This design comes from an exercise in tuning for small area, a short achievable clock period and few clock cycles per item on the open sky130 flow, not from production work.
Only simulation tests tie the RTL to the original design; equivalence was not proved.
Power and IR drop assume default switching activity.

// md2_digest_engine
module md2_digest_engine (
	input  logic               clk,
	input  logic               arst_n,
	input  logic               push,
	output logic               full,
	input  logic [9:0]         item,
	output logic               empty,
	input  logic               pop,
	output logic [127:0]       result
);
export LEC_CHECK = 0
export ABC_AREA = 1
export CAP_MARGIN = 20
export CORE_MARGIN = 2
export CORE_UTILIZATION = 50
export PLACE_DENSITY = 0.55
export SETUP_SLACK_MARGIN = 4.1
export SLEW_MARGIN = 20
create_clock -name core_clock -period 7.0 [get_ports {clk}]
standard.sh (not shown) runs the stock make flow with config.mk's settings and CLKGATE_MAP_FILE= SYNTH_SCRIPT=/design/flow/synth_recipe.tcl, a recipe that flattens the netlist after the stock synthesis.
==> flow/flow/run.sh <==
#!/bin/bash
# The standard layout (the standard.sh: the standard synthesis and ORFS
# from floorplan to finish), with one change: the buffers that placement puts
# on every input and output port are the platform's smallest plain buffer.
set -e
export BUFFER_PORTS_ARGS="-buffer_cell sky130_fd_sc_hd__buf_1"
bash standard.sh > standard.log 2>&1
Testbench counts at the start, summed over its fixed seeds: cycles 387,439, bytes 4,355.
Change:
Settings changed: CORE_UTILIZATION 50 to 40, PLACE_DENSITY 0.55 to 0.5, SETUP_SLACK_MARGIN 4.1 to 4.2.
After rerunning: Wire length goes up by a few percent; fmax goes down slightly; hold slack improves by 0.0055 ns; global-route usage came out lower by 4.2 points; final area climbs by a few percent; clock-buffer cell count climbs by 4; worst setup slack is worse by 0.018 ns; sequential share of layout area decreases by 1.3 points; die area grows by a quarter to a third; sequential power came out lower slightly; total power rises by a few percent.
Change:
Settings changed: CORE_UTILIZATION 40 to 50, PLACE_DENSITY 0.5 to 0.55.
- The changed run ran to the end with no violations
- sequential power barely changes
- cell area goes down slightly
- total power is lower by a few percent
Change:
Settings changed: ABC_AREA 1 to unset, CORE_UTILIZATION 50 to 40, PLACE_DENSITY 0.55 to unset, SETUP_SLACK_MARGIN 4.2 to 4.0.
After rerunning: Global-route usage drops by 4.0 points; non-clock buffer count climbs by 37; fmax drops by 7.1%; utilization drops by 9.7 points; synthesized area climbs by about 2.1%.
Change:
Settings changed: SETUP_SLACK_MARGIN 4.0 to 4.2.
Effect:
- cell area went up by 1.9%
- power climbs by 1.9%
- register-to-register slack improves by 0.08 ns
- first-iteration DRC count is about the same

========
Another version of the RTL of md2_digest_engine (not shown whole).
For scale: ~1900 cells after synthesis, about 590 flip-flops.
export LEC_CHECK = 0
export ABC_AREA = 1
export CAP_MARGIN = 20
export CORE_MARGIN = 2
export CORE_UTILIZATION = 40
export PLACE_DENSITY = 0.5
export SETUP_SLACK_MARGIN = 4.0
export SLEW_MARGIN = 20
create_clock -name core_clock -period 7.0 [get_ports {clk}]
Scripts as last shown in full above: flow/flow/run.sh
Testbench counts at the start, summed over its fixed seeds: cycles 387,439, bytes 4,355.
==> next run, changes <==
Settings changed: ABC_AREA 1 to default, PLACE_DENSITY 0.5 to default, SETUP_SLACK_MARGIN 4.0 to 4.2.
Critical path depth decreases by 3. Clock skew increases by 0.021 ns. Die area increases by 1.2%. Utilization increases by 1.4 points. Cell area increases by about 5%.
==> next run, changes <==
Settings changed: PLACE_DENSITY from default to 0.5.
Effect:
- first-iteration DRC count drops by 16%
- power grows by 2.4%
- via count hardly moves
- register-to-register slack gains 0.04 ns
- clock power hardly moves
- final area climbs by 0.96%
==> next run, changes <==
Settings changed: PLACE_DENSITY 0.5 to default, SETUP_SLACK_MARGIN 4.2 to 4.0.
Synthesized cell count is unchanged.
Via count is lower by 1.6%.
Total power is lower by 4.7%.
Critical path depth is higher by 8.
Maximum frequency is lower by about 8%.
Global-route usage is lower by 0.67 points.
Die area is unchanged.

========
== v41 ==
Starting RTL as in the previous note.
Settings: LEC_CHECK=0, ABC_AREA=1, CAP_MARGIN=20, CORE_MARGIN=2, CORE_UTILIZATION=40, PLACE_DENSITY=0.5, SETUP_SLACK_MARGIN=4.4, SLEW_MARGIN=20; clock period 7.0 ns.
Scripts as last shown in full above: flow/flow/run.sh
Testbench counts of v41, summed over its fixed seeds: cycles 387,439, bytes 4,355.
What v33 does differently from v41 at the input level:
diff --git a/flow/config.mk b/flow/config.mk
--- a/flow/config.mk
+++ b/flow/config.mk
@@ -8 +7,0 @@
-export ABC_AREA = 1
@@ -12,2 +11 @@
-export PLACE_DENSITY = 0.5
-export SETUP_SLACK_MARGIN = 4.4
+export SETUP_SLACK_MARGIN = 4.3
### Flow results
- v41 → v33: layout clock buffer count lost about 6%; width of the chip picked up an extra 0.59%.
- Proportion of cell area occupied by registers ends up higher on v41.
- In v33, the share of the synthesized area in compound gates (AO/OA/AOI/OAI) came out 7.5 points above the value in v41.
- The standard cells in v33 occupy more silicon area than those in v41 do.
- Maximum frequency on v33 is behind v41.
- Signed area change from the synthesized netlist to the final layout | v33 above v41
- v41 → v33: power saw an increase; clock share of power saw a decrease; share of total power in combinational logic saw an increase.
The inputs of v16 differ from those of v33 as listed below.
diff --git a/flow/config.mk b/flow/config.mk
--- a/flow/config.mk
+++ b/flow/config.mk
@@ -7,0 +8 @@
+export ABC_AREA = 1
@@ -11 +12,2 @@
-export SETUP_SLACK_MARGIN = 4.3
+export PLACE_DENSITY = 0.5
+export SETUP_SLACK_MARGIN = 4.2
Findings:
v16 | status: complete | timing, DRC, antenna: pass. v16 vs. v33: post-layout instance area decreased by 2000 µm² relative to the old numbers, proportion of power drawn by combinational gates saw a decrease, clock latency on the worst-skew pair neither gained nor lost much, area of the die moved down, worst setup slack went up 36 ps.
Input-level comparison between v20 and v16:
diff --git a/flow/config.mk b/flow/config.mk
--- a/flow/config.mk
+++ b/flow/config.mk
@@ -8 +7,0 @@
-export ABC_AREA = 1
@@ -13 +12 @@
-export SETUP_SLACK_MARGIN = 4.2
+export SETUP_SLACK_MARGIN = 4.0
Findings:
In the reports for v16 and v20, the larger final critical-path setup slack belongs to v16.
No stage failed in v20, and the final checks on the layout all came back clean.
Diff v16 -> v20: share of synthesized cell area in full adder, half adder and majority cells held steady; synthesis-to-finish area growth grew by 1.9 points.
The final weighted congestion in routability-driven placement in v20 is 0.945 times that in v16.

[port drivers added, routing unchanged]
The results above use ideal ports. As a check the final layouts listed here were re-extracted and re-timed, cells and wires unchanged.
Step 1: set_driving_cell puts a clkbuf_16 on clk and a buf_2 on each other input, an assumption about the parent block.
Step 2 moves the port delays by t, midway between the first and last clock arrival at a register: inputs arrive t later, outputs are due t later. That takes back most of the time a late clock gives input paths.
Slacks: ideal / step 1 / step 2; pairs: ideal / step 1.
run | t, ns | setup slack, ns | worst hold slack (ns) | worst setup path after step 2 | worst slew at a driven data input, ns
the first run of note 1 | 0.645 | 4.167 / 4.111 / 3.756 | 0.312 / 0.312 / 0.312 | input to register | 0.03
the second run of note 1 | 0.675 | 4.148 / 4.090 / 3.757 | 0.318 / 0.318 / 0.318 | input to register | 0.03
the third run of note 1 | 0.645 | 4.182 / 4.125 / 3.750 | 0.313 / 0.313 / 0.313 | input to register | 0.03
the fourth run of note 1 | 0.647 | 3.966 / 3.966 / 3.664 | 0.301 / 0.301 / 0.301 | input to register | 0.03
the fifth run of note 1 | 0.637 | 4.050 / 4.050 / 3.680 | 0.320 / 0.320 / 0.320 | input to register | 0.03
the first run of note 2 | 0.653 | 4.092 / 4.035 / 3.616 | 0.319 / 0.319 / 0.319 | input to register | 0.03
the second run of note 2 | 0.651 | 4.171 / 4.117 / 3.663 | 0.320 / 0.320 / 0.320 | input to register | 0.04
the third run of note 2 | 0.645 | 4.188 / 4.133 / 3.781 | 0.314 / 0.314 / 0.314 | input to register | 0.04
the fourth run of note 2 | 0.657 | 3.950 / 3.950 / 3.598 | 0.320 / 0.320 / 0.320 | input to register | 0.03
v41 | 0.656 | 4.198 / 4.140 / 3.874 | 0.318 / 0.318 / 0.318 | input to register | 0.03
v33 | 0.645 | 4.155 / 4.132 / 3.735 | 0.315 / 0.315 / 0.315 | input to register | 0.03
v16 | 0.655 | 4.191 / 4.133 / 3.688 | 0.319 / 0.319 / 0.319 | input to register | 0.03
v20 | 0.642 | 4.027 / 4.007 / 3.604 | 0.309 / 0.309 / 0.309 | input to register | 0.03
After both steps every run listed still meets setup and hold. For the second run of note 2, which loses most, drivers alone change the setup slack by -0.054 ns; drivers and shift together by -0.508 ns.
